Background: an optimization exercise with open tools, aiming at small area. Do not read the settings as production practice. Only simulation tests tie the RTL to the original design; equivalence was not proved. Power and IR drop assume default switching activity. The clock port is modelled as an ideal driver; clocking choices that lean on that would not hold on a real chip.

File: flow/config.mk
export PLATFORM = sky130hd
export DESIGN_NAME = fm_voice
export DESIGN_NICKNAME = fm_voice
export VERILOG_FILES = /design/flow/design.v
export SDC_FILE = /design/flow/constraint.sdc
export NUM_CORES = 4
export LEC_CHECK = 0
export ABC_AREA = 1
export CAP_MARGIN = 20
export CORE_MARGIN = 2
export CORE_UTILIZATION = 70
export CTS_BUF_LIST = sky130_fd_sc_hd__clkbuf_16
export CTS_CLUSTER_DIAMETER = 60
export CTS_CLUSTER_SIZE = 30
export PLACE_DENSITY = 0.8
export SLEW_MARGIN = 20
File: flow/constraint.sdc
create_clock -name core_clock -period 10.0 [get_ports {clk37}]
set_input_delay 2.0000 -clock core_clock [delete_from_list [all_inputs] [get_ports {clk37}]]
set_output_delay 2.0000 -clock core_clock [all_outputs]
set_load 0.01 [all_outputs]
File: flow/design.v
package synth_pkg;
	localparam int NUM_OPS = 6;
endpackage
module wave_rom
(
	input logic [6:0] addr,
	output logic [6:0] data
);
	logic [6:0] idx;  
	assign idx = addr[6] ? 7'd64 - {1'b0, addr[5:0]} : {1'b0, addr[5:0]};
	always_comb begin
		case (idx)
			7'd0: data = 7'd0;
			7'd1: data = 7'd3;
			7'd2: data = 7'd6;
			7'd3: data = 7'd9;
			7'd4: data = 7'd12;
			7'd5: data = 7'd16;
			7'd6: data = 7'd19;
			7'd7: data = 7'd22;
			7'd8: data = 7'd25;
			7'd9: data = 7'd28;
			7'd10: data = 7'd31;
			7'd11: data = 7'd34;
			7'd12: data = 7'd37;
			7'd13: data = 7'd40;
			7'd14: data = 7'd43;
			7'd15: data = 7'd46;
			7'd16: data = 7'd49;
			7'd17: data = 7'd51;
			7'd18: data = 7'd54;
			7'd19: data = 7'd57;
			7'd20: data = 7'd60;
			7'd21: data = 7'd63;
			7'd22: data = 7'd65;
			7'd23: data = 7'd68;
			7'd24: data = 7'd71;
			7'd25: data = 7'd73;
			7'd26: data = 7'd76;
			7'd27: data = 7'd78;
			7'd28: data = 7'd81;
			7'd29: data = 7'd83;
			7'd30: data = 7'd85;
			7'd31: data = 7'd88;
			7'd32: data = 7'd90;
			7'd33: data = 7'd92;
			7'd34: data = 7'd94;
			7'd35: data = 7'd96;
			7'd36: data = 7'd98;
			7'd37: data = 7'd100;
			7'd38: data = 7'd102;
			7'd39: data = 7'd104;
			7'd40: data = 7'd106;
			7'd41: data = 7'd107;
			7'd42: data = 7'd109;
			7'd43: data = 7'd111;
			7'd44: data = 7'd112;
			7'd45: data = 7'd113;
			7'd46: data = 7'd115;
			7'd47: data = 7'd116;
			7'd48: data = 7'd117;
			7'd49: data = 7'd118;
			7'd50: data = 7'd120;
			7'd51: data = 7'd121;
			7'd52: data = 7'd122;
			7'd53: data = 7'd122;
			7'd54: data = 7'd123;
			7'd55: data = 7'd124;
			7'd56: data = 7'd125;
			7'd57: data = 7'd125;
			7'd58: data = 7'd126;
			7'd59: data = 7'd126;
			7'd60: data = 7'd126;
			7'd61: data = 7'd127;
			7'd62: data = 7'd127;
			7'd63: data = 7'd127;
			7'd64: data = 7'd127;
			default: data = 7'd0;
		endcase
	end
endmodule
module rip_add #(
	parameter int W = 16
) (
	input logic [W-1:0] a,
	input logic [W-1:0] b,
	input logic ci,
	output logic [W-1:0] s,
	output logic co
);
	logic [W:0] c;
	assign c[0] = ci;
	for (genvar i = 0; i < W; i++) begin : g_bit
		assign s[i] = a[i] ^ b[i] ^ c[i];
		assign c[i + 1] = (a[i] & b[i]) | (c[i] & (a[i] ^ b[i]));
	end
	assign co = c[W];
endmodule
module rip_inc #(
	parameter int W = 32
) (
	input logic [W-1:0] a,
	output logic [W-1:0] s
);
	logic [W:0] c;
	assign c[0] = 1'b1;
	for (genvar i = 0; i < W; i++) begin : g_bit
		assign s[i] = a[i] ^ c[i];
		assign c[i + 1] = a[i] & c[i];
	end
endmodule
module voice_mixer
(
	input logic [6:0] mag,
	input logic sgn,
	input logic [15:0] lvl,  
	input logic [18:0] base,
	output logic [18:0] acc_new
);
	logic [26:8] sum;
	logic [15:0] lx;
	assign lx = lvl ^ {16{sgn}};
	logic p1;
	logic p2;
	logic p3;
	logic p4;
	logic p5;
	logic p6;
	logic p7;
	logic p8;
	logic p9;
	logic p10;
	logic p11;
	logic p12;
	logic p13;
	logic p14;
	logic p15;
	logic p16;
	logic p17;
	logic p18;
	logic p19;
	logic p20;
	logic p21;
	logic p22;
	logic p23;
	logic p24;
	logic p25;
	logic p26;
	logic p27;
	logic p28;
	logic p29;
	logic p30;
	logic p31;
	logic p32;
	logic p33;
	logic p34;
	logic p35;
	logic p36;
	logic p37;
	logic p38;
	logic p39;
	logic p40;
	logic p41;
	logic p42;
	logic p43;
	logic p44;
	logic p45;
	logic p46;
	logic p47;
	logic p48;
	logic p49;
	logic p50;
	logic p51;
	logic p52;
	logic p53;
	logic p54;
	logic p55;
	logic p56;
	logic p57;
	logic p58;
	logic p59;
	logic p60;
	logic p61;
	logic p62;
	logic p63;
	logic p64;
	logic p65;
	logic p66;
	logic p67;
	logic p68;
	logic p69;
	logic p70;
	logic p71;
	logic p72;
	logic p73;
	logic p74;
	logic p75;
	logic p76;
	logic p77;
	logic p78;
	logic p79;
	logic p80;
	logic p81;
	logic p82;
	logic p83;
	logic p84;
	logic p85;
	logic p86;
	logic p87;
	logic p88;
	logic p89;
	logic p90;
	logic p91;
	logic p92;
	logic p93;
	logic p94;
	logic p95;
	logic p96;
	logic p97;
	logic p98;
	logic p99;
	logic p100;
	logic p101;
	logic p102;
	logic p103;
	logic p104;
	logic p105;
	logic p106;
	logic p107;
	logic p108;
	logic p109;
	logic p110;
	logic p111;
	logic p112;
	logic p113;
	logic p114;
	logic p115;
	logic p116;
	logic p117;
	logic p118;
	logic p119;
	logic s120;
	logic c121;
	logic s122;
	logic c123;
	logic s124;
	logic c125;
	logic s126;
	logic c127;
	logic s128;
	logic c129;
	logic s130;
	logic c131;
	logic s132;
	logic c133;
	logic s134;
	logic c135;
	logic s136;
	logic c137;
	logic s138;
	logic c139;
	logic s140;
	logic c141;
	logic s142;
	logic c143;
	logic s144;
	logic c145;
	logic s146;
	logic c147;
	logic s148;
	logic c149;
	logic s150;
	logic c151;
	logic s152;
	logic c153;
	logic s154;
	logic c155;
	logic s156;
	logic c157;
	logic s158;
	logic c159;
	logic s160;
	logic c161;
	logic s162;
	logic c163;
	logic s164;
	logic c165;
	logic s166;
	logic c167;
	logic s168;
	logic c169;
	logic s170;
	logic c171;
	logic s172;
	logic c173;
	logic s174;
	logic c175;
	logic s176;
	logic c177;
	logic s178;
	logic c179;
	logic s180;
	logic c181;
	logic s182;
	logic c183;
	logic s184;
	logic c185;
	logic s186;
	logic c187;
	logic s188;
	logic c189;
	logic s190;
	logic c191;
	logic s192;
	logic c193;
	logic s194;
	logic c195;
	logic s196;
	logic c197;
	logic s198;
	logic c199;
	logic s200;
	logic c201;
	logic s202;
	logic c203;
	logic s204;
	logic c205;
	logic s206;
	logic c207;
	logic s208;
	logic c209;
	logic s210;
	logic c211;
	logic s212;
	logic c213;
	logic s214;
	logic c215;
	logic s216;
	logic c217;
	logic s218;
	logic c219;
	logic s220;
	logic c221;
	logic s222;
	logic c223;
	logic s224;
	logic c225;
	logic s226;
	logic c227;
	logic s228;
	logic c229;
	logic s230;
	logic c231;
	logic s232;
	logic c233;
	logic s234;
	logic c235;
	logic s236;
	logic c237;
	logic s238;
	logic c239;
	logic s240;
	logic c241;
	logic s242;
	logic c243;
	logic s244;
	logic c245;
	logic s246;
	logic c247;
	logic s248;
	logic c249;
	logic s250;
	logic c251;
	logic s252;
	logic c253;
	logic s254;
	logic c255;
	logic s256;
	logic c257;
	logic s258;
	logic c259;
	logic s260;
	logic c261;
	logic s262;
	logic c263;
	logic s264;
	logic c265;
	logic s266;
	logic c267;
	logic s268;
	logic c269;
	logic s270;
	logic c271;
	logic s272;
	logic c273;
	logic s274;
	logic c275;
	logic s276;
	logic c277;
	logic s278;
	logic c279;
	logic s280;
	logic c281;
	logic s282;
	logic c283;
	logic s284;
	logic c285;
	logic s286;
	logic c287;
	logic s288;
	logic c289;
	logic s290;
	logic c291;
	logic s292;
	logic c293;
	logic s294;
	logic c295;
	logic s296;
	logic c297;
	logic s298;
	logic c299;
	logic s300;
	logic c301;
	logic s302;
	logic c303;
	logic s304;
	logic c305;
	logic s306;
	logic c307;
	logic s308;
	logic c309;
	logic s310;
	logic c311;
	logic r312;
	logic r313;
	logic r314;
	logic r315;
	logic r316;
	logic r317;
	logic r318;
	logic r319;
	logic r320;
	logic r321;
	logic r322;
	logic r323;
	logic r324;
	logic r325;
	logic u326;
	logic v327;
	logic r328;
	logic r329;
	logic u330;
	logic v331;
	logic r332;
	logic r333;
	logic u334;
	logic v335;
	logic r336;
	logic r337;
	logic u338;
	logic v339;
	logic r340;
	logic r341;
	logic u342;
	logic v343;
	logic r344;
	logic r345;
	logic u346;
	logic v347;
	logic r348;
	logic r349;
	logic u350;
	logic v351;
	logic r352;
	logic r353;
	logic u354;
	logic v355;
	logic r356;
	logic r357;
	logic u358;
	logic v359;
	logic r360;
	logic r361;
	logic u362;
	logic v363;
	logic r364;
	logic r365;
	logic u366;
	logic v367;
	logic r368;
	logic r369;
	logic u370;
	logic v371;
	logic r372;
	logic r373;
	logic u374;
	logic v375;
	assign p1 = mag[0] & lx[0];
	assign p2 = mag[0] & lx[1];
	assign p3 = mag[0] & lx[2];
	assign p4 = mag[0] & lx[3];
	assign p5 = mag[0] & lx[4];
	assign p6 = mag[0] & lx[5];
	assign p7 = mag[0] & lx[6];
	assign p8 = mag[0] & lx[7];
	assign p9 = mag[0] & lx[8];
	assign p10 = mag[0] & lx[9];
	assign p11 = mag[0] & lx[10];
	assign p12 = mag[0] & lx[11];
	assign p13 = mag[0] & lx[12];
	assign p14 = mag[0] & lx[13];
	assign p15 = mag[0] & lx[14];
	assign p16 = ~(mag[0] & lx[15]);
	assign p17 = sgn & mag[0];
	assign p18 = mag[1] & lx[0];
	assign p19 = mag[1] & lx[1];
	assign p20 = mag[1] & lx[2];
	assign p21 = mag[1] & lx[3];
	assign p22 = mag[1] & lx[4];
	assign p23 = mag[1] & lx[5];
	assign p24 = mag[1] & lx[6];
	assign p25 = mag[1] & lx[7];
	assign p26 = mag[1] & lx[8];
	assign p27 = mag[1] & lx[9];
	assign p28 = mag[1] & lx[10];
	assign p29 = mag[1] & lx[11];
	assign p30 = mag[1] & lx[12];
	assign p31 = mag[1] & lx[13];
	assign p32 = mag[1] & lx[14];
	assign p33 = ~(mag[1] & lx[15]);
	assign p34 = sgn & mag[1];
	assign p35 = mag[2] & lx[0];
	assign p36 = mag[2] & lx[1];
	assign p37 = mag[2] & lx[2];
	assign p38 = mag[2] & lx[3];
	assign p39 = mag[2] & lx[4];
	assign p40 = mag[2] & lx[5];
	assign p41 = mag[2] & lx[6];
	assign p42 = mag[2] & lx[7];
	assign p43 = mag[2] & lx[8];
	assign p44 = mag[2] & lx[9];
	assign p45 = mag[2] & lx[10];
	assign p46 = mag[2] & lx[11];
	assign p47 = mag[2] & lx[12];
	assign p48 = mag[2] & lx[13];
	assign p49 = mag[2] & lx[14];
	assign p50 = ~(mag[2] & lx[15]);
	assign p51 = sgn & mag[2];
	assign p52 = mag[3] & lx[0];
	assign p53 = mag[3] & lx[1];
	assign p54 = mag[3] & lx[2];
	assign p55 = mag[3] & lx[3];
	assign p56 = mag[3] & lx[4];
	assign p57 = mag[3] & lx[5];
	assign p58 = mag[3] & lx[6];
	assign p59 = mag[3] & lx[7];
	assign p60 = mag[3] & lx[8];
	assign p61 = mag[3] & lx[9];
	assign p62 = mag[3] & lx[10];
	assign p63 = mag[3] & lx[11];
	assign p64 = mag[3] & lx[12];
	assign p65 = mag[3] & lx[13];
	assign p66 = mag[3] & lx[14];
	assign p67 = ~(mag[3] & lx[15]);
	assign p68 = sgn & mag[3];
	assign p69 = mag[4] & lx[0];
	assign p70 = mag[4] & lx[1];
	assign p71 = mag[4] & lx[2];
	assign p72 = mag[4] & lx[3];
	assign p73 = mag[4] & lx[4];
	assign p74 = mag[4] & lx[5];
	assign p75 = mag[4] & lx[6];
	assign p76 = mag[4] & lx[7];
	assign p77 = mag[4] & lx[8];
	assign p78 = mag[4] & lx[9];
	assign p79 = mag[4] & lx[10];
	assign p80 = mag[4] & lx[11];
	assign p81 = mag[4] & lx[12];
	assign p82 = mag[4] & lx[13];
	assign p83 = mag[4] & lx[14];
	assign p84 = ~(mag[4] & lx[15]);
	assign p85 = sgn & mag[4];
	assign p86 = mag[5] & lx[0];
	assign p87 = mag[5] & lx[1];
	assign p88 = mag[5] & lx[2];
	assign p89 = mag[5] & lx[3];
	assign p90 = mag[5] & lx[4];
	assign p91 = mag[5] & lx[5];
	assign p92 = mag[5] & lx[6];
	assign p93 = mag[5] & lx[7];
	assign p94 = mag[5] & lx[8];
	assign p95 = mag[5] & lx[9];
	assign p96 = mag[5] & lx[10];
	assign p97 = mag[5] & lx[11];
	assign p98 = mag[5] & lx[12];
	assign p99 = mag[5] & lx[13];
	assign p100 = mag[5] & lx[14];
	assign p101 = ~(mag[5] & lx[15]);
	assign p102 = sgn & mag[5];
	assign p103 = mag[6] & lx[0];
	assign p104 = mag[6] & lx[1];
	assign p105 = mag[6] & lx[2];
	assign p106 = mag[6] & lx[3];
	assign p107 = mag[6] & lx[4];
	assign p108 = mag[6] & lx[5];
	assign p109 = mag[6] & lx[6];
	assign p110 = mag[6] & lx[7];
	assign p111 = mag[6] & lx[8];
	assign p112 = mag[6] & lx[9];
	assign p113 = mag[6] & lx[10];
	assign p114 = mag[6] & lx[11];
	assign p115 = mag[6] & lx[12];
	assign p116 = mag[6] & lx[13];
	assign p117 = mag[6] & lx[14];
	assign p118 = ~(mag[6] & lx[15]);
	assign p119 = sgn & mag[6];
	assign s120 = p6 ^ p22;
	assign c121 = p6 & p22;
	assign s122 = p7 ^ p23 ^ p39;
	assign c123 = (p7 & p23) | (p7 & p39) | (p23 & p39);
	assign s124 = p55 ^ p71;
	assign c125 = p55 & p71;
	assign s126 = p8 ^ p24 ^ p40;
	assign c127 = (p8 & p24) | (p8 & p40) | (p24 & p40);
	assign s128 = p56 ^ p72;
	assign c129 = p56 & p72;
	assign s130 = p9 ^ p25 ^ p41;
	assign c131 = (p9 & p25) | (p9 & p41) | (p25 & p41);
	assign s132 = p57 ^ p73 ^ p89;
	assign c133 = (p57 & p73) | (p57 & p89) | (p73 & p89);
	assign s134 = p10 ^ p26 ^ p42;
	assign c135 = (p10 & p26) | (p10 & p42) | (p26 & p42);
	assign s136 = p58 ^ p74 ^ p90;
	assign c137 = (p58 & p74) | (p58 & p90) | (p74 & p90);
	assign s138 = p11 ^ p27 ^ p43;
	assign c139 = (p11 & p27) | (p11 & p43) | (p27 & p43);
	assign s140 = p59 ^ p75 ^ p91;
	assign c141 = (p59 & p75) | (p59 & p91) | (p75 & p91);
	assign s142 = p12 ^ p28 ^ p44;
	assign c143 = (p12 & p28) | (p12 & p44) | (p28 & p44);
	assign s144 = p60 ^ p76 ^ p92;
	assign c145 = (p60 & p76) | (p60 & p92) | (p76 & p92);
	assign s146 = p13 ^ p29 ^ p45;
	assign c147 = (p13 & p29) | (p13 & p45) | (p29 & p45);
	assign s148 = p61 ^ p77 ^ p93;
	assign c149 = (p61 & p77) | (p61 & p93) | (p77 & p93);
	assign s150 = p14 ^ p30 ^ p46;
	assign c151 = (p14 & p30) | (p14 & p46) | (p30 & p46);
	assign s152 = p62 ^ p78 ^ p94;
	assign c153 = (p62 & p78) | (p62 & p94) | (p78 & p94);
	assign s154 = p15 ^ p31 ^ p47;
	assign c155 = (p15 & p31) | (p15 & p47) | (p31 & p47);
	assign s156 = p63 ^ p79 ^ p95;
	assign c157 = (p63 & p79) | (p63 & p95) | (p79 & p95);
	assign s158 = p16 ^ p32 ^ p48;
	assign c159 = (p16 & p32) | (p16 & p48) | (p32 & p48);
	assign s160 = p64 ^ p80 ^ p96;
	assign c161 = (p64 & p80) | (p64 & p96) | (p80 & p96);
	assign s162 = p33 ^ p49 ^ p65;
	assign c163 = (p33 & p49) | (p33 & p65) | (p49 & p65);
	assign s164 = p81 ^ p97;
	assign c165 = p81 & p97;
	assign s166 = p50 ^ p66 ^ p82;
	assign c167 = (p50 & p66) | (p50 & p82) | (p66 & p82);
	assign s168 = p4 ^ p20;
	assign c169 = p4 & p20;
	assign s170 = p5 ^ p21 ^ p37;
	assign c171 = (p5 & p21) | (p5 & p37) | (p21 & p37);
	assign s172 = p53 ^ p69;
	assign c173 = p53 & p69;
	assign s174 = s120 ^ p38 ^ p54;
	assign c175 = (s120 & p38) | (s120 & p54) | (p38 & p54);
	assign s176 = p70 ^ p86 ^ p102;
	assign c177 = (p70 & p86) | (p70 & p102) | (p86 & p102);
	assign s178 = c121 ^ s122 ^ s124;
	assign c179 = (c121 & s122) | (c121 & s124) | (s122 & s124);
	assign s180 = p87 ^ p103 ^ p119;
	assign c181 = (p87 & p103) | (p87 & p119) | (p103 & p119);
	assign s182 = c123 ^ c125 ^ s126;
	assign c183 = (c123 & c125) | (c123 & s126) | (c125 & s126);
	assign s184 = s128 ^ p88 ^ p104;
	assign c185 = (s128 & p88) | (s128 & p104) | (p88 & p104);
	assign s186 = c127 ^ c129 ^ s130;
	assign c187 = (c127 & c129) | (c127 & s130) | (c129 & s130);
	assign s188 = s132 ^ p105 ^ base[0];
	assign c189 = (s132 & p105) | (s132 & base[0]) | (p105 & base[0]);
	assign s190 = c131 ^ c133 ^ s134;
	assign c191 = (c131 & c133) | (c131 & s134) | (c133 & s134);
	assign s192 = s136 ^ p106 ^ base[1];
	assign c193 = (s136 & p106) | (s136 & base[1]) | (p106 & base[1]);
	assign s194 = c135 ^ c137 ^ s138;
	assign c195 = (c135 & c137) | (c135 & s138) | (c137 & s138);
	assign s196 = s140 ^ p107 ^ base[2];
	assign c197 = (s140 & p107) | (s140 & base[2]) | (p107 & base[2]);
	assign s198 = c139 ^ c141 ^ s142;
	assign c199 = (c139 & c141) | (c139 & s142) | (c141 & s142);
	assign s200 = s144 ^ p108 ^ base[3];
	assign c201 = (s144 & p108) | (s144 & base[3]) | (p108 & base[3]);
	assign s202 = c143 ^ c145 ^ s146;
	assign c203 = (c143 & c145) | (c143 & s146) | (c145 & s146);
	assign s204 = s148 ^ p109 ^ base[4];
	assign c205 = (s148 & p109) | (s148 & base[4]) | (p109 & base[4]);
	assign s206 = c147 ^ c149 ^ s150;
	assign c207 = (c147 & c149) | (c147 & s150) | (c149 & s150);
	assign s208 = s152 ^ p110 ^ base[5];
	assign c209 = (s152 & p110) | (s152 & base[5]) | (p110 & base[5]);
	assign s210 = c151 ^ c153 ^ s154;
	assign c211 = (c151 & c153) | (c151 & s154) | (c153 & s154);
	assign s212 = s156 ^ p111 ^ base[6];
	assign c213 = (s156 & p111) | (s156 & base[6]) | (p111 & base[6]);
	assign s214 = c155 ^ c157 ^ s158;
	assign c215 = (c155 & c157) | (c155 & s158) | (c157 & s158);
	assign s216 = s160 ^ p112 ^ base[7];
	assign c217 = (s160 & p112) | (s160 & base[7]) | (p112 & base[7]);
	assign s218 = c159 ^ c161 ^ s162;
	assign c219 = (c159 & c161) | (c159 & s162) | (c161 & s162);
	assign s220 = s164 ^ p113 ^ base[8];
	assign c221 = (s164 & p113) | (s164 & base[8]) | (p113 & base[8]);
	assign s222 = c163 ^ c165 ^ s166;
	assign c223 = (c163 & c165) | (c163 & s166) | (c165 & s166);
	assign s224 = p98 ^ p114 ^ base[9];
	assign c225 = (p98 & p114) | (p98 & base[9]) | (p114 & base[9]);
	assign s226 = c167 ^ p67 ^ p83;
	assign c227 = (c167 & p67) | (c167 & p83) | (p67 & p83);
	assign s228 = p99 ^ p115 ^ base[10];
	assign c229 = (p99 & p115) | (p99 & base[10]) | (p115 & base[10]);
	assign s230 = p84 ^ p100 ^ p116;
	assign c231 = (p84 & p100) | (p84 & p116) | (p100 & p116);
	assign s232 = p3 ^ p19;
	assign c233 = p3 & p19;
	assign s234 = s168 ^ p36 ^ p52;
	assign c235 = (s168 & p36) | (s168 & p52) | (p36 & p52);
	assign s236 = c169 ^ s170 ^ s172;
	assign c237 = (c169 & s170) | (c169 & s172) | (s170 & s172);
	assign s238 = c171 ^ c173 ^ s174;
	assign c239 = (c171 & c173) | (c171 & s174) | (c173 & s174);
	assign s240 = c175 ^ c177 ^ s178;
	assign c241 = (c175 & c177) | (c175 & s178) | (c177 & s178);
	assign s242 = c179 ^ c181 ^ s182;
	assign c243 = (c179 & c181) | (c179 & s182) | (c181 & s182);
	assign s244 = c183 ^ c185 ^ s186;
	assign c245 = (c183 & c185) | (c183 & s186) | (c185 & s186);
	assign s246 = c187 ^ c189 ^ s190;
	assign c247 = (c187 & c189) | (c187 & s190) | (c189 & s190);
	assign s248 = c191 ^ c193 ^ s194;
	assign c249 = (c191 & c193) | (c191 & s194) | (c193 & s194);
	assign s250 = c195 ^ c197 ^ s198;
	assign c251 = (c195 & c197) | (c195 & s198) | (c197 & s198);
	assign s252 = c199 ^ c201 ^ s202;
	assign c253 = (c199 & c201) | (c199 & s202) | (c201 & s202);
	assign s254 = c203 ^ c205 ^ s206;
	assign c255 = (c203 & c205) | (c203 & s206) | (c205 & s206);
	assign s256 = c207 ^ c209 ^ s210;
	assign c257 = (c207 & c209) | (c207 & s210) | (c209 & s210);
	assign s258 = c211 ^ c213 ^ s214;
	assign c259 = (c211 & c213) | (c211 & s214) | (c213 & s214);
	assign s260 = c215 ^ c217 ^ s218;
	assign c261 = (c215 & c217) | (c215 & s218) | (c217 & s218);
	assign s262 = c219 ^ c221 ^ s222;
	assign c263 = (c219 & c221) | (c219 & s222) | (c221 & s222);
	assign s264 = c223 ^ c225 ^ s226;
	assign c265 = (c223 & c225) | (c223 & s226) | (c225 & s226);
	assign s266 = c227 ^ c229 ^ s230;
	assign c267 = (c227 & c229) | (c227 & s230) | (c229 & s230);
	assign s268 = c231 ^ p101 ^ p117;
	assign c269 = (c231 & p101) | (c231 & p117) | (p101 & p117);
	assign s270 = p2 ^ p18;
	assign c271 = p2 & p18;
	assign s272 = s232 ^ p35 ^ p51;
	assign c273 = (s232 & p35) | (s232 & p51) | (p35 & p51);
	assign s274 = c233 ^ s234 ^ p68;
	assign c275 = (c233 & s234) | (c233 & p68) | (s234 & p68);
	assign s276 = c235 ^ s236 ^ p85;
	assign c277 = (c235 & s236) | (c235 & p85) | (s236 & p85);
	assign s278 = c237 ^ s238 ^ s176;
	assign c279 = (c237 & s238) | (c237 & s176) | (s238 & s176);
	assign s280 = c239 ^ s240 ^ s180;
	assign c281 = (c239 & s240) | (c239 & s180) | (s240 & s180);
	assign s282 = c241 ^ s242 ^ s184;
	assign c283 = (c241 & s242) | (c241 & s184) | (s242 & s184);
	assign s284 = c243 ^ s244 ^ s188;
	assign c285 = (c243 & s244) | (c243 & s188) | (s244 & s188);
	assign s286 = c245 ^ s246 ^ s192;
	assign c287 = (c245 & s246) | (c245 & s192) | (s246 & s192);
	assign s288 = c247 ^ s248 ^ s196;
	assign c289 = (c247 & s248) | (c247 & s196) | (s248 & s196);
	assign s290 = c249 ^ s250 ^ s200;
	assign c291 = (c249 & s250) | (c249 & s200) | (s250 & s200);
	assign s292 = c251 ^ s252 ^ s204;
	assign c293 = (c251 & s252) | (c251 & s204) | (s252 & s204);
	assign s294 = c253 ^ s254 ^ s208;
	assign c295 = (c253 & s254) | (c253 & s208) | (s254 & s208);
	assign s296 = c255 ^ s256 ^ s212;
	assign c297 = (c255 & s256) | (c255 & s212) | (s256 & s212);
	assign s298 = c257 ^ s258 ^ s216;
	assign c299 = (c257 & s258) | (c257 & s216) | (s258 & s216);
	assign s300 = c259 ^ s260 ^ s220;
	assign c301 = (c259 & s260) | (c259 & s220) | (s260 & s220);
	assign s302 = c261 ^ s262 ^ s224;
	assign c303 = (c261 & s262) | (c261 & s224) | (s262 & s224);
	assign s304 = c263 ^ s264 ^ s228;
	assign c305 = (c263 & s264) | (c263 & s228) | (s264 & s228);
	assign s306 = c265 ^ s266 ^ base[11];
	assign c307 = (c265 & s266) | (c265 & base[11]) | (s266 & base[11]);
	assign s308 = c267 ^ s268 ^ base[12];
	assign c309 = (c267 & s268) | (c267 & base[12]) | (s268 & base[12]);
	assign s310 = c269 ^ p118 ^ base[13];
	assign c311 = (c269 & p118) | (c269 & base[13]) | (p118 & base[13]);
	assign r312 = (p1 & p17) | (1'b0 & (p1 ^ p17));
	assign r313 = (s270 & p34) | (r312 & (s270 ^ p34));
	assign r314 = (c271 & s272) | (r313 & (c271 ^ s272));
	assign r315 = (c273 & s274) | (r314 & (c273 ^ s274));
	assign r316 = (c275 & s276) | (r315 & (c275 ^ s276));
	assign r317 = (c277 & s278) | (r316 & (c277 ^ s278));
	assign r318 = (c279 & s280) | (r317 & (c279 ^ s280));
	assign r319 = (c281 & s282) | (r318 & (c281 ^ s282));
	assign sum[8] = c283 ^ s284 ^ r319;
	assign r320 = (c283 & s284) | (r319 & (c283 ^ s284));
	assign sum[9] = c285 ^ s286 ^ r320;
	assign r321 = (c285 & s286) | (r320 & (c285 ^ s286));
	assign sum[10] = c287 ^ s288 ^ r321;
	assign r322 = (c287 & s288) | (r321 & (c287 ^ s288));
	assign sum[11] = c289 ^ s290 ^ r322;
	assign r323 = (c289 & s290) | (r322 & (c289 ^ s290));
	assign sum[12] = c291 ^ s292 ^ r323;
	assign r324 = (c291 & s292) | (r323 & (c291 ^ s292));
	assign sum[13] = c293 ^ s294 ^ r324;
	assign r325 = (c293 & s294) | (r324 & (c293 ^ s294));
	assign u326 = c295 ^ s296 ^ 1'b0;
	assign v327 = c295 ^ s296 ^ 1'b1;
	assign sum[14] = r325 ? v327 : u326;
	assign r328 = (c295 & s296) | (1'b0 & (c295 ^ s296));
	assign r329 = (c295 & s296) | (1'b1 & (c295 ^ s296));
	assign u330 = c297 ^ s298 ^ r328;
	assign v331 = c297 ^ s298 ^ r329;
	assign sum[15] = r325 ? v331 : u330;
	assign r332 = (c297 & s298) | (r328 & (c297 ^ s298));
	assign r333 = (c297 & s298) | (r329 & (c297 ^ s298));
	assign u334 = c299 ^ s300 ^ r332;
	assign v335 = c299 ^ s300 ^ r333;
	assign sum[16] = r325 ? v335 : u334;
	assign r336 = (c299 & s300) | (r332 & (c299 ^ s300));
	assign r337 = (c299 & s300) | (r333 & (c299 ^ s300));
	assign u338 = c301 ^ s302 ^ r336;
	assign v339 = c301 ^ s302 ^ r337;
	assign sum[17] = r325 ? v339 : u338;
	assign r340 = (c301 & s302) | (r336 & (c301 ^ s302));
	assign r341 = (c301 & s302) | (r337 & (c301 ^ s302));
	assign u342 = c303 ^ s304 ^ r340;
	assign v343 = c303 ^ s304 ^ r341;
	assign sum[18] = r325 ? v343 : u342;
	assign r344 = (c303 & s304) | (r340 & (c303 ^ s304));
	assign r345 = (c303 & s304) | (r341 & (c303 ^ s304));
	assign u346 = c305 ^ s306 ^ r344;
	assign v347 = c305 ^ s306 ^ r345;
	assign sum[19] = r325 ? v347 : u346;
	assign r348 = (c305 & s306) | (r344 & (c305 ^ s306));
	assign r349 = (c305 & s306) | (r345 & (c305 ^ s306));
	assign u350 = c307 ^ s308 ^ r348;
	assign v351 = c307 ^ s308 ^ r349;
	assign sum[20] = r325 ? v351 : u350;
	assign r352 = (c307 & s308) | (r348 & (c307 ^ s308));
	assign r353 = (c307 & s308) | (r349 & (c307 ^ s308));
	assign u354 = c309 ^ s310 ^ r352;
	assign v355 = c309 ^ s310 ^ r353;
	assign sum[21] = r325 ? v355 : u354;
	assign r356 = (c309 & s310) | (r352 & (c309 ^ s310));
	assign r357 = (c309 & s310) | (r353 & (c309 ^ s310));
	assign u358 = c311 ^ base[14] ^ r356;
	assign v359 = c311 ^ base[14] ^ r357;
	assign sum[22] = r325 ? v359 : u358;
	assign r360 = (c311 & base[14]) | (r356 & (c311 ^ base[14]));
	assign r361 = (c311 & base[14]) | (r357 & (c311 ^ base[14]));
	assign u362 = base[15] ^ 1'b0 ^ r360;
	assign v363 = base[15] ^ 1'b0 ^ r361;
	assign sum[23] = r325 ? v363 : u362;
	assign r364 = (base[15] & 1'b0) | (r360 & (base[15] ^ 1'b0));
	assign r365 = (base[15] & 1'b0) | (r361 & (base[15] ^ 1'b0));
	assign u366 = base[16] ^ 1'b0 ^ r364;
	assign v367 = base[16] ^ 1'b0 ^ r365;
	assign sum[24] = r325 ? v367 : u366;
	assign r368 = (base[16] & 1'b0) | (r364 & (base[16] ^ 1'b0));
	assign r369 = (base[16] & 1'b0) | (r365 & (base[16] ^ 1'b0));
	assign u370 = base[17] ^ 1'b0 ^ r368;
	assign v371 = base[17] ^ 1'b0 ^ r369;
	assign sum[25] = r325 ? v371 : u370;
	assign r372 = (base[17] & 1'b0) | (r368 & (base[17] ^ 1'b0));
	assign r373 = (base[17] & 1'b0) | (r369 & (base[17] ^ 1'b0));
	assign u374 = base[18] ^ 1'b0 ^ r372;
	assign v375 = base[18] ^ 1'b0 ^ r373;
	assign sum[26] = r325 ? v375 : u374;
	assign acc_new = sum[26:8];
endmodule
module fm_voice (
	input logic clk37,
	input logic rst,
	input logic cmd_valid,
	input logic [31:0] cmd_data,
	output logic signed [15:0] sample,
	output logic sample_valid,
	output logic cmd_busy
);
	localparam int NOPS = synth_pkg::NUM_OPS;
	logic [2:0] s;
	logic [2:0] s2;  
	logic [2:0] s3;  
	logic [2:0] s4;  
	logic started;  
	logic z2, z1, z0;  
	logic clr_f;  
	logic clr_e;
	assign s2 = (s >= 3'd4) ? s - 3'd4 : s + 3'd2;
	assign s3 = (s >= 3'd3) ? s - 3'd3 : s + 3'd3;
	assign s4 = (s >= 3'd2) ? s - 3'd2 : s + 3'd4;
	always_ff @(posedge clk37) begin
		if (rst) begin
			s <= 3'd3;
			started <= 1'b0;
			z2 <= 1'b1;
			z1 <= 1'b1;
			z0 <= 1'b1;
		end else begin
			s <= (s == 3'd5) ? 3'd0 : s + 3'd1;
			if (s == 3'd1) started <= 1'b1;
			if (started && s == 3'd3) z2 <= 1'b0;
			z1 <= z2;
			z0 <= z1;
		end
	end
	assign clr_f = rst || (z0 && !started && (s == 3'd3 || s == 3'd4));  
	assign clr_e = z2;
	logic [3:0] words_left;
	logic cur_env;  
	logic [2:0] cur_idx;
	logic gate;
	logic [5:0] mix_mask;
	logic [31:0] fld [1:7];  
	logic [31:0] last_q;  
	logic [2:0] eidx;  
	logic [2:0] fidx;  
	logic last_word;
	logic idx_ok;
	logic wr_env;
	logic wr_freq;
	assign cmd_busy = |words_left;
	assign last_word = cmd_valid && (words_left == 4'd1) && !rst;
	assign idx_ok = !(cur_idx[2] && cur_idx[1]);
	assign wr_env = last_word && idx_ok && cur_env;
	assign wr_freq = last_word && idx_ok && !cur_env;
	always_ff @(posedge clk37) begin
		if (rst) begin
			words_left <= '0;
			gate <= 1'b0;
			mix_mask <= '0;
		end else if (cmd_valid) begin
			if (cmd_busy) begin
				words_left <= words_left - 4'd1;
			end else begin
				cur_env <= cmd_data[31:24] == 8'd1;
				cur_idx <= cmd_data[18:16];
				if (cmd_data[31:24] == 8'd1) words_left <= 4'd8;
				if (cmd_data[31:24] == 8'd3) words_left <= 4'd1;
				if (cmd_data[31:24] == 8'd2) begin
					gate <= cmd_data[0];
					mix_mask <= cmd_data[13:8];
				end
			end
		end
	end
	always_ff @(posedge clk37) begin
		if ((cmd_valid && words_left == 4'd8) || wr_freq) fld[1] <= cmd_data;
		for (int m = 2; m < 8; m++) begin
			if (cmd_valid && words_left == 4'(9 - m)) fld[m] <= cmd_data;
		end
		if (wr_env) last_q <= cmd_data;
		if (wr_env) eidx <= cur_idx;
		if (wr_freq) fidx <= cur_idx;
	end
	logic pend_a, pend_b, pend_r, pend_f;
	logic live0, live3, pa0, pa3, pb3;
	logic pf0, pf2, pf4;
	logic ins_a0, ins_a3, ins_b3, ins_r2;
	assign live0 = wr_env && cur_idx == s;
	assign live3 = wr_env && cur_idx == s3;
	assign pa0 = pend_a && eidx == s;
	assign pa3 = pend_a && eidx == s3;
	assign pb3 = pend_b && eidx == s3;
	assign pf0 = pend_f && fidx == s;
	assign pf2 = pend_f && fidx == s2;
	assign pf4 = pend_f && fidx == s4;
	assign ins_a0 = live0 || pa0;
	assign ins_a3 = live3 || pa3;
	assign ins_b3 = live3 || pb3;
	assign ins_r2 = pend_r && eidx == s2;
	always_ff @(posedge clk37) begin
		if (rst) begin
			pend_a <= 1'b0;
			pend_b <= 1'b0;
			pend_r <= 1'b0;
			pend_f <= 1'b0;
		end else begin
			pend_a <= (wr_env && !live0 && !live3) || (pend_a && !pa0 && !pa3);
			pend_b <= (wr_env && !live3) || (pend_b && !pb3);
			pend_r <= wr_env || (pend_r && !ins_r2);
			pend_f <= wr_freq || (pend_f && !pf0 && !pf2 && !pf4);
		end
	end
	logic [95:0] pa [NOPS];  
	logic [127:0] pb [NOPS];  
	logic [31:0] pr [NOPS];  
	logic [31:0] pf [NOPS];  
	logic [95:0] a_w;
	logic [127:0] b_w;
	assign a_w = {fld[1], fld[2], fld[3]};
	assign b_w = {fld[4], fld[5], fld[6], fld[7]};
	logic keep_a0, keep_a3, keep_b3, keep_r2, keep_f0, keep_f2, keep_f4;
	assign keep_a0 = !ins_a0 && !clr_e;
	assign keep_a3 = !ins_a3 && !clr_e;
	assign keep_b3 = !ins_b3 && !clr_e;
	assign keep_r2 = !ins_r2 && !clr_e;
	assign keep_f0 = !pf0 && !clr_f;
	assign keep_f2 = !pf2 && !clr_f;
	assign keep_f4 = !pf4 && !clr_f;
	always_ff @(posedge clk37) begin
		pa[0] <= pa[1];
		pa[1] <= pa[2];
		pa[2] <= ({96{ins_a3}} & a_w) | ({96{keep_a3}} & pa[3]);
		pa[3] <= pa[4];
		pa[4] <= pa[5];
		pa[5] <= ({96{ins_a0}} & a_w) | ({96{keep_a0}} & pa[0]);
		pr[0] <= pr[1];
		pr[1] <= ({32{ins_r2}} & last_q) | ({32{keep_r2}} & pr[2]);
		pr[2] <= pr[3];
		pr[3] <= pr[4];
		pr[4] <= pr[5];
		pr[5] <= pr[0];
		pb[0] <= pb[1];
		pb[1] <= pb[2];
		pb[2] <= ({128{ins_b3}} & b_w) | ({128{keep_b3}} & pb[3]);
		pb[3] <= pb[4];
		pb[4] <= pb[5];
		pb[5] <= pb[0];
		pf[0] <= pf[1];
		pf[1] <= ({32{pf2}} & fld[1]) | ({32{keep_f2}} & pf[2]);
		pf[2] <= pf[3];
		pf[3] <= ({32{pf4}} & fld[1]) | ({32{keep_f4}} & pf[4]);
		pf[4] <= pf[5];
		pf[5] <= ({32{pf0}} & fld[1]) | ({32{keep_f0}} & pf[0]);
	end
	logic [2:0] st_r [NOPS];
	logic [31:0] cnt_r [NOPS];
	logic [31:0] amp_r [NOPS];
	logic [31:0] ph_r [NOPS];
	logic gate_d1, gate_d2;
	always_ff @(posedge clk37) begin
		gate_d1 <= gate;
		gate_d2 <= gate_d1;
	end
	logic [15:0] ph_lo;
	logic ph_c, ph_cq;
	logic [2:0] st1;
	logic [15:0] isel1;
	logic [15:0] amp_lo;
	logic amp_c, amp_cq;
	rip_add #(16) ph_lo_add (
		.a(z1 ? 16'd0 : ph_r[1][15:0]),
		.b(pf[1][15:0]),
		.ci(1'b0),
		.s(ph_lo),
		.co(ph_c)
	);
	assign st1 = z1 ? 3'd0 : st_r[1];
	assign isel1 = ({16{st1 == 3'd1}} & pa[1][47:32]) | ({16{st1 == 3'd2}} & pb[1][111:96]) |
		({16{st1 == 3'd3}} & pb[1][47:32]) | ({16{st1[2]}} & pr[1][15:0]);
	rip_add #(16) amp_lo_add (
		.a(st1 == 3'd3 ? 16'd0 : amp_r[1][15:0]),
		.b(isel1),
		.ci(1'b0),
		.s(amp_lo),
		.co(amp_c)
	);
	always_ff @(posedge clk37) begin
		ph_cq <= ph_c;
		amp_cq <= amp_c;
	end
	logic [15:0] ph_hi;
	rip_add #(16) ph_hi_add (
		.a(z0 ? 16'd0 : ph_r[0][31:16]),
		.b(pf[0][31:16]),
		.ci(ph_cq),
		.s(ph_hi),
		.co()
	);
	logic [31:0] at_time, at_inc, de_time, de_inc, su_time, su_lvl, re_time, re_inc;
	assign {at_time, at_inc, de_time} = pa[0];
	assign {de_inc, su_time, su_lvl, re_time} = pb[0];
	assign re_inc = pr[0];
	logic [2:0] st;
	logic is_i, is_s, is_r;
	logic [31:0] tsel, amp_sum, cnt_inc;
	logic [15:0] isel0;
	logic eq, tr;
	logic [2:0] nst;
	logic [31:0] ncnt, namp;
	assign st = z0 ? 3'd0 : st_r[0];
	assign is_i = st == 3'd0;
	assign is_s = st == 3'd3;
	assign is_r = !(is_i || st == 3'd1 || st == 3'd2 || is_s);
	logic sel_a, sel_d, sel_s, sel_r;
	assign sel_a = st == 3'd1;
	assign sel_d = st == 3'd2;
	assign sel_s = is_s;
	assign sel_r = st[2];
	assign tsel = ({32{sel_a}} & at_time) | ({32{sel_d}} & de_time) | ({32{sel_s}} & su_time) | ({32{sel_r}} & re_time);
	assign isel0 = ({16{sel_a}} & at_inc[31:16]) | ({16{sel_d}} & de_inc[31:16]) |
		({16{sel_s}} & su_lvl[31:16]) | ({16{sel_r}} & re_inc[31:16]);
	assign eq = cnt_r[0] == tsel;
	rip_add #(16) amp_hi_add (
		.a(sel_s ? 16'd0 : amp_r[0][31:16]),
		.b(isel0),
		.ci(amp_cq),
		.s(amp_sum[31:16]),
		.co()
	);
	assign amp_sum[15:0] = amp_r[0][15:0];
	rip_inc #(32) cnt_inc_add (
		.a(cnt_r[0]),
		.s(cnt_inc)
	);
	assign tr = is_r ? (eq || amp_sum[31]) : (eq || !gate_d2);
	always_comb begin
		if (is_i) nst = {2'b00, gate_d2};
		else if (!tr) nst = st;
		else if (is_r) nst = 3'd0;
		else if (gate_d2) nst = st + 3'd1;
		else nst = 3'd4;
	end
	assign ncnt = (is_i || tr) ? 32'd0 : cnt_inc;
	assign namp = (is_i || (is_r && tr)) ? 32'd0 : amp_sum;
	always_ff @(posedge clk37) begin
		for (int k = 0; k < NOPS - 1; k++) begin
			st_r[k] <= st_r[k + 1];
			cnt_r[k] <= cnt_r[k + 1];
			amp_r[k] <= amp_r[k + 1];
			ph_r[k] <= ph_r[k + 1];
		end
		ph_r[0][15:0] <= ph_lo;
		amp_r[0][15:0] <= amp_lo;
		st_r[NOPS - 1] <= nst;
		cnt_r[NOPS - 1] <= ncnt;
		amp_r[NOPS - 1] <= namp;
		ph_r[NOPS - 1] <= {ph_hi, ph_r[0][15:0]};
	end
	logic [6:0] rom_data;
	logic [6:0] mag;
	logic sgn;
	logic [18:0] acc;
	logic [18:0] acc_new;
	wave_rom wave_rom_inst (
		.addr(ph_hi[14:8]),
		.data(rom_data)
	);
	always_ff @(posedge clk37) begin
		mag <= mix_mask[s] ? rom_data : 7'd0;
		sgn <= mix_mask[s] && ph_hi[15];
	end
	voice_mixer voice_mixer_inst (
		.mag(mag),
		.sgn(sgn),
		.lvl(amp_r[NOPS - 1][31:16]),
		.base((s == 3'd1) ? 19'd426752 : acc),
		.acc_new(acc_new)
	);
	always_ff @(posedge clk37) begin
		acc <= acc_new;
	end
	assign sample = acc[18:3];
	assign sample_valid = started && s == 3'd1;
endmodule
File: flow/standard.sh
#!/bin/bash
# synth_recipe.tcl (not shown) runs the flow's synth.tcl, then flattens the netlist and writes it again
# the make line also repeats each setting of config.mk as NAME=value (left out here)
make -C /OpenROAD-flow-scripts/flow DESIGN_CONFIG=/design/flow/config.mk WORK_HOME=/design/flow/orfs CLKGATE_MAP_FILE= SYNTH_SCRIPT=/design/flow/synth_recipe.tcl "${@:-finish}"
File: flow/flow/run.sh
#!/bin/bash
# The standard layout (standard.sh), except that clock tree synthesis adds
# no dummy loads to balance the tree. The full tool output goes to standard.log
# here and to the ORFS logs under orfs/logs.
set -e
cd "$(dirname "$0")/.."
export BUFFER_PORTS_ARGS="-buffer_cell sky130_fd_sc_hd__buf_1"
export CTS_ARGS="-sink_clustering_enable -repair_clock_nets -dont_use_dummy_load -sink_clustering_size 33 -sink_clustering_max_diameter 60 -buf_list sky130_fd_sc_hd__clkbuf_16"
bash standard.sh > standard.log 2>&1
==> results.txt, run 1 <==
* Status: no timing/DRC/antenna violations
* Post-route cell area at 76800 µm²
* Initial antenna violation count at 7
* Critical-path maximum fanout at 9
* EDFF count, synth at 266
* H-tree levels at 3
* First-pass GRT wire length at 221000 µm
* Net Count, Synth at 5911
* Non-filler instance count after layout at 7086
* Drt initial violations at 3829
* # IOs at 53
* Total GRT Usage at 0.274
* DR vias/cell at 5.33
* Hold Crit Class: flip-flop to flip-flop
* DR pass1 iterations at 6
* Most common cell in the netlist: dfxtp_1
* Clock transition at path regs at 100 ps
* WS Path Type: flip-flop to flip-flop
* Synth top cells by count: 2375 x dfxtp_1, 896 x nand2_1, 517 x inv_1
* Max Cap Violations at 0
* Starting density of the core at 0.706
* Area of the core at 102000 µm²
* TritonCTS Sinks at 2641
* Final Cycle Share at 0.958
* Crit-path most repeated cell: fa_2
* Gpl congestion at 0.860
* Root buf cell: clkbuf_16
* # nets final at 5980
* Overflow after GRT at 0
* # port buffers at 52
* Placed insts at 6961
* Peak VDD IR at 0.000223 V
* Critical-path top delay cell: fa_1
* Share of the synthesized area in the top cell type at 0.662
* Share of cells above drive strength 1 at 0.0515
* Worst Path Required at 10510 ps
* CTS tree: yes
* Final hold viol count at 0
* CP peak stage delay at 520 ps
* Post-detail-place hpwl at 90900 µm
* Crit. End Element: flip-flop
* Die extent in x at 324 µm
* Max Clk Rate at 104 MHz
* DRT antenna net count at 0
* Die Area at 105000 µm²
* Vias in the first global route at 37.9k
* Crit path arrival time at 10090 ps
* Worst slew pin tran at 1100 ps
* PwrDens at 211 nW/µm²
* Pleak at 30.8 nW
* Top_reg_cell synth: dfxtp_1
* Chip height at 324 µm
* Placement Cell Area at 73700 µm²
* Mapped Avg Cell Area at 12.7 µm²
* Vias at 37.8k
* CP Launch Type: flip-flop
* WL final at 144000 µm
* Clock latency at the later pin of the worst-skew pair at 750 ps
* Largest net degree at the start of global routing at 103
* Sequential share of the synthesized area at 0.773
* Top post-synthesis cells by area: dfxtp_1 66%, edfxtp_1 11%, nand2_1 4.7%
* Cell taking the most area after synthesis: dfxtp_1
* Min Tclk post-route at 9580 ps
* Synth warn at 20
* Clock Path Buffers at 3
* Mapped Area at 71900 µm²
* Total CTS buffers at 121
* Max Slew Vio Count at 0
* Wire length per cell at 20.3 µm
* Rel. slew slack at 0.268
* DRC viols at 0
* Synthesis-stage register bit count at 2641
* Row count at 117
* Ys async rst share at 0
* Count of cell types in the netlist at 49
* Hold_ws at 227 ps
* Syn Inst Count at 5647
* Final Setup Violations at 0
* Area growth, synth to finish at 6.87%
* Clk_skew at 124 ps
where the power goes:
group,leakage (nW),internal [mW],switching (mW)
Clock,1.49,2.15,2.96
Combinational,7.79,0.111,0.258
Sequential,21.5,10.7,0.0220
registers in the layout (all words and copies together) (netlist names), 4 cells and up:
register / count
cnt_r: 192
last_q: 32
ph_r: 192
amp_r: 192
pb: 768
st_r: 18
words_left: 4
acc: 19
mag: 7
pa: 576
pr: 192
fld: 224
mix_mask: 6
pf: 192
final timing paths:
check | depth (start not counted) | end | from | slack, ps
max | 35 | acc[18]$_DFF_P_ | sgn$_DFF_P_ | 420
min reg2reg | 0 | pb[1][70]$_DFF_P_ | pb[2][70]$_DFF_P_ | 230
max reg2reg | 35 | acc[18]$_DFF_P_ | sgn$_DFF_P_ | 420
min | 0 | pb[1][70]$_DFF_P_ | pb[2][70]$_DFF_P_ | 230
through the flow:
step | worst slack, ps | total power, mW | TNS (ps) | util
final | 424 | 16.2 | 0 | 0.755
after global routing | -7.05 | 16.7 | -18.7 | 0.755
after CTS | 58.8 | 16.3 | 0 | 0.754
after detailed placement | -199 | 11.3 | -341 | 0.724
after global placement | -76.7 | 11.3 | -118 | 0.724
after floorplan | 18.6 | 11.2 | 0 | -
timing repair:
action,in CTS,in global routing
endpoints found under the setup margin,2,37
resized for setup,2,13
setup buffers,0,0
pin swaps,7,13
hold buffers,0,0
critical path: cells and delay by family (launching register included):
kind / cells / cell delay, ps
compound gates: 2 / 160
simple gates: 6 / 660
xor+xnor: 1 / 130
buf+inv: 4 / 210
fa+ha+maj: 22 / 7910
flops: 1 / 370
final cells by class:
type | count | area [µm²]
Fill cell | 6053 | 24900
Sequential cell | 2641 | 55500
Tap cell | 1368 | 1710
Inverter | 530 | 2000
Clock buffer | 121 | 3030
Multi-Input combinational cell | 2280 | 13600
Timing Repair Buffer | 142 | 895
Antenna cell | 4 | 10.0
per-layer routing:
layer  GRT usage  part of all wire  wire length [µm]  up-vias
met5           0          0.000083                12        -
met4      0.0695             0.023              3270        2
met3      0.0368             0.073             10400      203
met2       0.424              0.45             64600     1213
met1       0.415              0.46             65700    18600
li1            -                 -                 -    17800
placed cells by master, fill, tap and decap left out, types with 86 or more instances in the layout:
master / instances
dfxtp_1: 2374
nand2_1: 889
inv_1: 516
nand3_1: 347
o21ai_0: 324
edfxtp_1: 266
nor2_1: 230
fa_1: 149
clkbuf_16: 121
buf_4: 86
logic make-up (layout without fill, tap and decap cells):
logic type	Yosys count	in the layout	synth area share
flip-flops	2641	2641	0.773
adder cells (fa/ha/maj)	229	229	0.0568
XOR/XNOR	29	29	0.00364
other	0	4	0
AO/OA/AOI/OAI	460	460	0.0353
buffers and inverters	726	793	0.0409
AND/OR/NAND/NOR	1562	1562	0.0906
==> inputs of run 2 (changes only) <==
==> flow/flow/run.sh (replaced) <==
#!/bin/bash
# The standard layout (standard.sh) with two changes: the input and output
# ports are buffered with the smallest buffer (buf_1), and clock tree synthesis
# adds no dummy loads to balance the tree (leaf clusters of up to 30 sinks within 80 um,
# clkbuf_16 only). The full tool output goes to standard.log here and to the
# ORFS logs under orfs/logs.
set -e
cd "$(dirname "$0")/.."
export BUFFER_PORTS_ARGS="-buffer_cell sky130_fd_sc_hd__buf_1"
export CTS_ARGS="-sink_clustering_enable -repair_clock_nets -dont_use_dummy_load -sink_clustering_size 30 -sink_clustering_max_diameter 80 -buf_list sky130_fd_sc_hd__clkbuf_16"
bash standard.sh > standard.log 2>&1
--- a/flow/config.mk
+++ b/flow/config.mk
@@ -9,8 +9,5 @@
 export CAP_MARGIN = 20
 export CORE_MARGIN = 2
-export CORE_UTILIZATION = 70
-export CTS_BUF_LIST = sky130_fd_sc_hd__clkbuf_16
-export CTS_CLUSTER_DIAMETER = 60
-export CTS_CLUSTER_SIZE = 30
-export PLACE_DENSITY = 0.8
+export CORE_UTILIZATION = 75
+export PLACE_DENSITY = 0.85
 export SLEW_MARGIN = 20
==> run 2 against run 1 <==
Compared with the run above:
- still clean
- non-clock buffer count is 1 higher
- fmax fell by 3.0%
- via count rose by 4.8%
- final cell count decreased by 1.8%
- sequential cell count is the same
- combinational power is essentially flat
- sequential share of layout area increased by 0.61 points
- count of clock-buffer cells in the layout decreased by 21
- critical path depth shrank 4
- clock power fell by 7.1%
- critical path type unchanged
- highest routed layer unchanged
==> results.txt, run 2 <==
* Total GRT Usage at 0.323 (+0.0488)
* Share of the synthesized area in the top cell type at 0.662 (unchanged)
* Max Cap Violations at 0 (unchanged)
* Top delay family on crit path: adder cells
* DRT antenna net count at 0 (unchanged)
* Wire length per cell at 22.8 µm (+12%)
* Critical-path maximum fanout at 17 (+8)
* RR Startpoint: z0$_SDFF_PP1_
* Chip height at 314 µm (-3.3%)
* CP Launch Type: flip-flop
* Area of the core at 95000 µm² (-6.6%)
* Mapped Avg Cell Area at 12.7 µm² (unchanged)
* Worst Path Required at 10630 ps (+120 ps)
* Die extent in x at 314 µm (-3.3%)
* Critical-path top delay cell: fa_1
* WS Path Type: flip-flop to flip-flop
* Clk_skew at 86.0 ps (-38.1 ps)
* First-pass GRT wire length at 238000 µm (+8.1%)
* Syn Inst Count at 5647 (unchanged)
* CP peak stage delay at 510 ps (about the same)
* Buf/Inv on CP at 4 (unchanged)
* Worst slew pin tran at 1140 ps (+42.4 ps)
* Worst Setup SP: z0$_SDFF_PP1_
* Vias at 39.6k (+4.8%)
* Cell taking the most area after synthesis: dfxtp_1
* Hold buffers post-CTS at 0 (unchanged)
* H-tree levels at 3 (unchanged)
* Root buf cell: clkbuf_16
* Mapped Area at 71900 µm² (unchanged)
* Starting density of the core at 0.756 (+0.0500)
* Synthesis-stage register bit count at 2641 (unchanged)
* Hold Crit Class: flip-flop to flip-flop
* Area of the multi-input gates at 13600 µm² (unchanged)
* TritonCTS Sinks at 2641 (unchanged)
* Fillcell total at 4856 (-20%)
* Switching Power at 3.22 mW (-0.56%)
* Gpl congestion at 0.890 (+3.5%)
* Die Area at 98300 µm² (-6.6%)
* Ys async rst share at 0 (unchanged)
* Setup WS pre-CTS at -343 ps (-144 ps)
* Share of cells above drive strength 1 at 0.0479 (-0.00351)
* WL final at 158000 µm (+10%)
* Row count at 113 (-3.4%)
* Crit-path most repeated cell: fa_1
* Initial antenna violation count at 9 (+2)
* Rel. slew slack at 0.239 (-0.0282)
* Crit path arrival time at 10510 ps (+420 ps)
* Final Setup Violations at 0 (unchanged)
* # nets final at 5960 (-0.33%)
* Clock latency at the later pin of the worst-skew pair at 740 ps (about the same)
* Sequential share of power at 0.678 (+0.016)
* Vias in the first global route at 40.7k (+7.4%)
* Synth top cells by count: 2375 x dfxtp_1, 896 x nand2_1, 517 x inv_1
* Max Clk Rate at 101 MHz (-3.0%)
* Top_reg_cell synth: dfxtp_1
* CTS tree: yes
* Area growth, synth to finish at 5.98%
* Hold path start: pa[5][39]$_DFF_P_
* Switching Fraction at 0.203 (+0.00339)
* Post-detail-place hpwl at 96000 µm (+5.6%)
* Final hold viol count at 0 (unchanged)
* DR vias/cell at 5.69 (+6.7%)
* Placed insts at 6857 (-1.5%)
* Biggest regs: pb (768), pa (576), fld (224)
* Largest register FFs at 768 (unchanged)
* Most common cell in the netlist: dfxtp_1
* Non-filler instance count after layout at 6960 (-1.8%)
* Overflow after GRT at 0 (unchanged)
* Pleak at 30.5 nW (-0.81%)
* Top post-synthesis cells by area: dfxtp_1 66%, edfxtp_1 11%, nand2_1 4.7%
* # port buffers at 52 (unchanged)
* Max Slew Vio Count at 0 (unchanged)
* Min Tclk post-route at 9870 ps (+297 ps)
* Drt initial violations at 4387 (+15%)
* Final worst slack at 127 ps (-297 ps)
* Clock Path Buffers at 3 (unchanged)
* Top reg by flops: pb
* Clock share of power at 0.299 (-0.016)
* PwrDens at 208 nW/µm² (-1.4%)
* Comb power frac at 0.023 (about the same)
* Most frequent cells in the layout: 2374 x dfxtp_1, 889 x nand2_1, 517 x inv_1, 346 x nand3_1, 324 x o21ai_0
* Total power at 15.8 mW (-2.2%)
* Clock transition at path regs at 100 ps (about the same)
* Net Count, Synth at 5911 (unchanged)
* EDFF count, synth at 266 (unchanged)
* Crit. End Element: flip-flop
* Status: no timing/DRC/antenna violations
* DR pass1 iterations at 8 (+2)
* # IOs at 53 (unchanged)
* Power Internal at 12.6 mW (-2.6%)
* Count of cell types in the netlist at 49 (unchanged)
* Hold_ws at 261 ps (+33.9 ps)
* Synth warn at 20 (unchanged)
* Total CTS buffers at 100 (-17%)
* DRC viols at 0 (unchanged)
* Sequential Area at 55500 µm² (unchanged)
* Final Cycle Share at 0.987 (+0.0297)
* Peak VDD IR at 0.000155 V (-31%)
* Most common cell after layout, fill and taps aside: dfxtp_1
* Largest net degree at the start of global routing at 101 (-1.9%)
* Sequential share of the synthesized area at 0.773 (unchanged)
[run 2: changes by cell type in the layout (fill, tap and decap cells not counted), sizes merged]
cell    previous run  this run
buf              142       143
clkbuf           121       100
diode              4         1
[run 2: cell families after synthesis]
kind of cell | Yosys count | synth area share
XOR/XNOR | 29 | 0.00364
adder cells (fa/ha/maj) | 229 | 0.0568
buffers and inverters | 726 | 0.0409
AO/OA/AOI/OAI | 460 | 0.0353
flip-flops | 2641 | 0.773
AND/OR/NAND/NOR | 1562 | 0.0906
[run 2: layout make-up]
class	instances	share of cell area
antenna	1	0.0000329
clock buffer	100	0.0329
inverter	530	0.0262
multi-input combinational	2280	0.179
sequential	2641	0.729
tap	1265	0.0208
timing repair buffer	143	0.0120
[run 2: repair_timing]
item | in CTS | in global routing
endpoints found under the hold margin | 0 | 0
pin swaps | 6 | 14
buffers inserted | 0 | 2
setup endpoints to repair | 3 | 66
resized for setup | 4 | 14
cloned | 0 | 0
[run 2: routing by layer]
metal  vias to the layer above  track usage  share of wire
li1                      17700            -              -
met1                     19600        0.448           0.41
met2                      1814        0.522           0.47
met3                       391       0.0561          0.085
met4                         4        0.115          0.038
met5                         -            0        0.00015
[run 2: final timing paths]
check,to,slack [ps],depth (start not counted)
hold reg to reg,pa[4][39]$_DFF_P_,260,0
setup reg to reg,amp_r[5][4]$_SDFF_PP0_,130,31
setup / recovery,amp_r[5][4]$_SDFF_PP0_,130,31
hold / removal,pa[4][39]$_DFF_P_,260,0
[run 2: power by group through the flow]
stage	Clock [mW]	Combinational [mW]	Sequential (mW)
2_1_floorplan	0	0.261	11.0
3_3_place_gp	0	0.349	11.0
3_5_place_dp	0	0.368	11.0
4_1_cts	4.75	0.373	10.7
5_1_grt	5.09	0.408	10.7
6_report	4.74	0.369	10.7
[run 2: stage by stage]
stage | TNS (ps) | util | area, µm²
after CTS | 0 | 0.801 | 76100
after global placement | -236 | 0.774 | 73600
final | 0 | 0.802 | 76200
after global routing | -7470 | 0.802 | 76200
after floorplan | 0 | - | 71900
after detailed placement | -766 | 0.774 | 73600
==> inputs of run 3 (changes only) <==
==> flow/flow/run.sh (replaced) <==
#!/bin/bash
# The standard layout (standard.sh) with two changes: the input and output
# ports are buffered with the smallest buffer (buf_1), and clock tree synthesis
# adds no dummy loads to balance the tree (leaf clusters of up to 28 sinks within 55 um,
# clkbuf_16 only). The full tool output goes to standard.log here and to the
# ORFS logs under orfs/logs.
set -e
cd "$(dirname "$0")/.."
export BUFFER_PORTS_ARGS="-buffer_cell sky130_fd_sc_hd__buf_1"
export CTS_ARGS="-sink_clustering_enable -repair_clock_nets -dont_use_dummy_load -sink_clustering_size 28 -sink_clustering_max_diameter 55 -buf_list sky130_fd_sc_hd__clkbuf_16"
bash standard.sh > standard.log 2>&1
==> run 3 against run 2 <==
Compared with the run above:
- still clean on timing, DRC and antenna
- combinational power hardly changed
- final cell count is 0.42% higher
- sequential power about the same
- total power up 4.0%
- count of clock-buffer cells in the layout increased by 30
- sequential share of layout area down 0.68 points
- setup slack improved by 53 ps
- first-iteration DRC count up 2.0%
- clock skew grew 21 ps
- largest power group unchanged
==> results.txt, run 3 <==
* Status: no timing/DRC/antenna violations
* First-pass GRT wire length at 246000 µm (+3.2%)
* Placement Cell Area at 73600 µm² (unchanged)
* Most common cell after layout, fill and taps aside: dfxtp_1
* Syn Inst Count at 5647 (unchanged)
* Most frequent cells in the layout: 2374 x dfxtp_1, 888 x nand2_1, 517 x inv_1, 347 x nand3_1, 324 x o21ai_0
* Top post-synthesis cells by area: dfxtp_1 66%, edfxtp_1 11%, nand2_1 4.7%
* Die Area at 98300 µm² (unchanged)
* Max Clk Rate at 102 MHz (+0.54%)
* Chip height at 314 µm (unchanged)
* DRC viols at 0 (unchanged)
* Clk_skew at 107 ps (+20.9 ps)
* Cell taking the most area after synthesis: dfxtp_1
* DR vias/cell at 5.76 (+1.2%)
* Count of cell types in the netlist at 49 (unchanged)
* EDFF count, synth at 266 (unchanged)
* Root buf cell: clkbuf_16
* Largest net degree at the start of global routing at 101 (unchanged)
* Mapped Avg Cell Area at 12.7 µm² (unchanged)
* Rel. slew slack at 0.252 (+0.0122)
* FF-to-FF setup slack at 180 ps (+50 ps)
* Final hold viol count at 0 (unchanged)
* Area growth, synth to finish at 6.98%
* Total GRT Usage at 0.335 (+0.0122)
* Post-detail-place hpwl at 96000 µm (unchanged)
* Top reg by flops: pb
* CTS tree: yes
* Row count at 113 (unchanged)
* Most common cell in the netlist: dfxtp_1
* CP peak stage delay at 500 ps (about the same)
* Power Internal at 13.2 mW (+4.1%)
* Sequential share of power at 0.651 (-0.027)
* Critical-path top delay cell: fa_1
* Drt initial violations at 4475 (+2.0%)
* Final Cycle Share at 0.982 (-0.00531)
* Crit path arrival time at 10480 ps (-30 ps)
* Vias in the first global route at 41.8k (+2.7%)
* Share of the synthesized area in the top cell type at 0.662 (unchanged)
* Crit. End Element: flip-flop
* WL final at 163000 µm (+3.0%)
* Post-route cell area at 76900 µm² (+0.95%)
* # nets final at 5988 (+0.47%)
* Area of the core at 95000 µm² (unchanged)
* DR pass1 iterations at 8 (unchanged)
* Synth warn at 20 (unchanged)
* Switching Fraction at 0.202 (-0.00104)
* CP Launch Type: flip-flop
* Gpl congestion at 0.890 (unchanged)
* Max Slew Vio Count at 0 (unchanged)
* Setup WS pre-CTS at -343 ps (unchanged)
* Pleak at 30.9 nW (+1.2%)
* Net Count, Synth at 5911 (unchanged)
* Switching Power at 3.33 mW (+3.5%)
* Worst slew pin tran at 1120 ps (-18.4 ps)
* Non-filler instance count after layout at 6989 (+0.42%)
* Critical-path maximum fanout at 30 (+13)
* Clock latency at the later pin of the worst-skew pair at 770 ps (+30 ps)
* Total CTS buffers at 130 (+30%)
* Top_reg_cell synth: dfxtp_1
* Synth top cells by count: 2375 x dfxtp_1, 896 x nand2_1, 517 x inv_1
* # IOs at 53 (unchanged)
* Hold Crit Class: flip-flop to flip-flop
* Overflow after GRT at 0 (unchanged)
* H-tree levels at 4 (+1)
* Peak VDD IR at 0.000179 V (+16%)
* Share of cells above drive strength 1 at 0.0524 (+0.00448)
* PwrDens at 214 nW/µm² (+3.0%)
* DRT antenna net count at 0 (unchanged)
* # port buffers at 52 (unchanged)
* Die extent in x at 314 µm (unchanged)
* TritonCTS Sinks at 2641 (unchanged)
* Hold buffers post-CTS at 0 (unchanged)
* Wire length per cell at 23.3 µm (+2.5%)
* Final worst slack at 180 ps (+53.1 ps)
* Comb power frac at 0.023 (about the same)
* Synthesis-stage register bit count at 2641 (unchanged)
* Crit-path most repeated cell: fa_1
* Max Cap Violations at 0 (unchanged)
* Clock transition at path regs at 90 ps (about the same)
* Clock Path Buffers at 3 (unchanged)
* Min Tclk post-route at 9820 ps (-53.1 ps)
* Fillcell total at 4695 (-3.3%)
* Placed insts at 6857 (unchanged)
* Mapped Area at 71900 µm² (unchanged)
* Worst Path Required at 10660 ps (+30 ps)
* Final Setup Violations at 0 (unchanged)
* Ys async rst share at 0 (unchanged)
* Final design utilization at 0.809 (+0.00760)
* Initial antenna violation count at 5 (-4)
* Clock share of power at 0.326 (+0.027)
* Biggest regs: pb (768), pa (576), fld (224)
* WS Path Type: flip-flop to flip-flop
* Sequential share of the synthesized area at 0.773 (unchanged)
* Largest register FFs at 768 (unchanged)
* Starting density of the core at 0.756 (unchanged)
* Vias at 40.2k (+1.6%)
## run 3: path summary, 6_finish.rpt
check                             from                     end  cells past startpoint
setup / recovery         z0$_SDFF_PP1_  cnt_r[5][3]$_SDFF_PP0_                     29
hold / removal    amp_r[4][22]$_DFF_P_    amp_r[3][22]$_DFF_P_                      0
setup reg to reg         z0$_SDFF_PP1_  cnt_r[5][3]$_SDFF_PP0_                     29
hold reg to reg   amp_r[4][22]$_DFF_P_    amp_r[3][22]$_DFF_P_                      0
## run 3: final cells by class
class,instances,area [µm²],area share
diodes,2,5.00,0.0000651
clock buffers,130,3250,0.0423
multi-input cells,2280,13600,0.177
flip-flops and latches,2641,55500,0.722
inverters,530,2000,0.0260
repair buffers,141,892,0.0116
well taps,1265,1580,0.0206
## run 3: through the flow
step           power [mW]  TNS, ps  hold WS [ps]
2_1_floorplan        11.2        0           310
3_3_place_gp         11.3     -236           309
3_5_place_dp         11.3     -766           312
4_1_cts              16.5        0           273
5_1_grt              16.9    -7.65           270
6_report             16.5        0           268
## run 3: what timing repair did
action,CTS,global route
gates resized for setup,3,10
buffers inserted,0,0
pin swaps,1,11
setup endpoints to repair,3,66
## run 3: power by group through the flow
stage | Sequential, mW | Combinational [mW] | Clock [mW]
6_report | 10.7 | 0.371 | 5.37
5_1_grt | 10.7 | 0.409 | 5.74
4_1_cts | 10.7 | 0.374 | 5.39
3_5_place_dp | 11.0 | 0.368 | 0
3_3_place_gp | 11.0 | 0.349 | 0
2_1_floorplan | 11.0 | 0.261 | 0
## run 3: worst max-delay path: cells and delay by family (launching register included)
kind,cells,cell delay (ps)
adder cells (fa/ha/maj),17,7310
flip-flops,1,340
AO/OA/AOI/OAI,1,200
buffers and inverters,4,630
AND/OR/NAND/NOR,5,830
XOR/XNOR,2,410
## run 3: cells by family after synthesis
family / synth area share
compound gates: 0.0353
xor+xnor: 0.00364
fa+ha+maj: 0.0568
buf+inv: 0.0409
flops: 0.773
simple gates: 0.0906
## run 3: metal layers
layer  wire [µm]  global-route usage
met2       76400               0.539
met3       14800              0.0637
met4        6550               0.134
met1       65400               0.457
met5          13                   0

[re-timing with driven ports]
How much do the figures lean on ideal ports? The routed layouts below were timed once more, with nothing changed but the port constraints.
Step 1 sets driving cells, clkbuf_16 on the clock port and buf_2 on the other inputs (assumed; they add their load-dependent delay and slew).
Step 2 also shifts input and output timing later by t, the mid clock arrival at the registers, as if the neighbouring blocks saw the same clock.
a / b / c = ideal / step 1 / step 2; a / b = the first two.
run | shift t [ns] | setup WS [ns] | worst data-port slew with drivers (ns)
run 1 | 0.760 | 0.424 / 0.424 / 0.424 | 0.12
run 2 | 0.757 | 0.127 / 0.127 / 0.127 | 0.12
run 3 | 0.791 | 0.180 / 0.180 / 0.180 | 0.14
After both steps setup and hold are still met in every run listed.
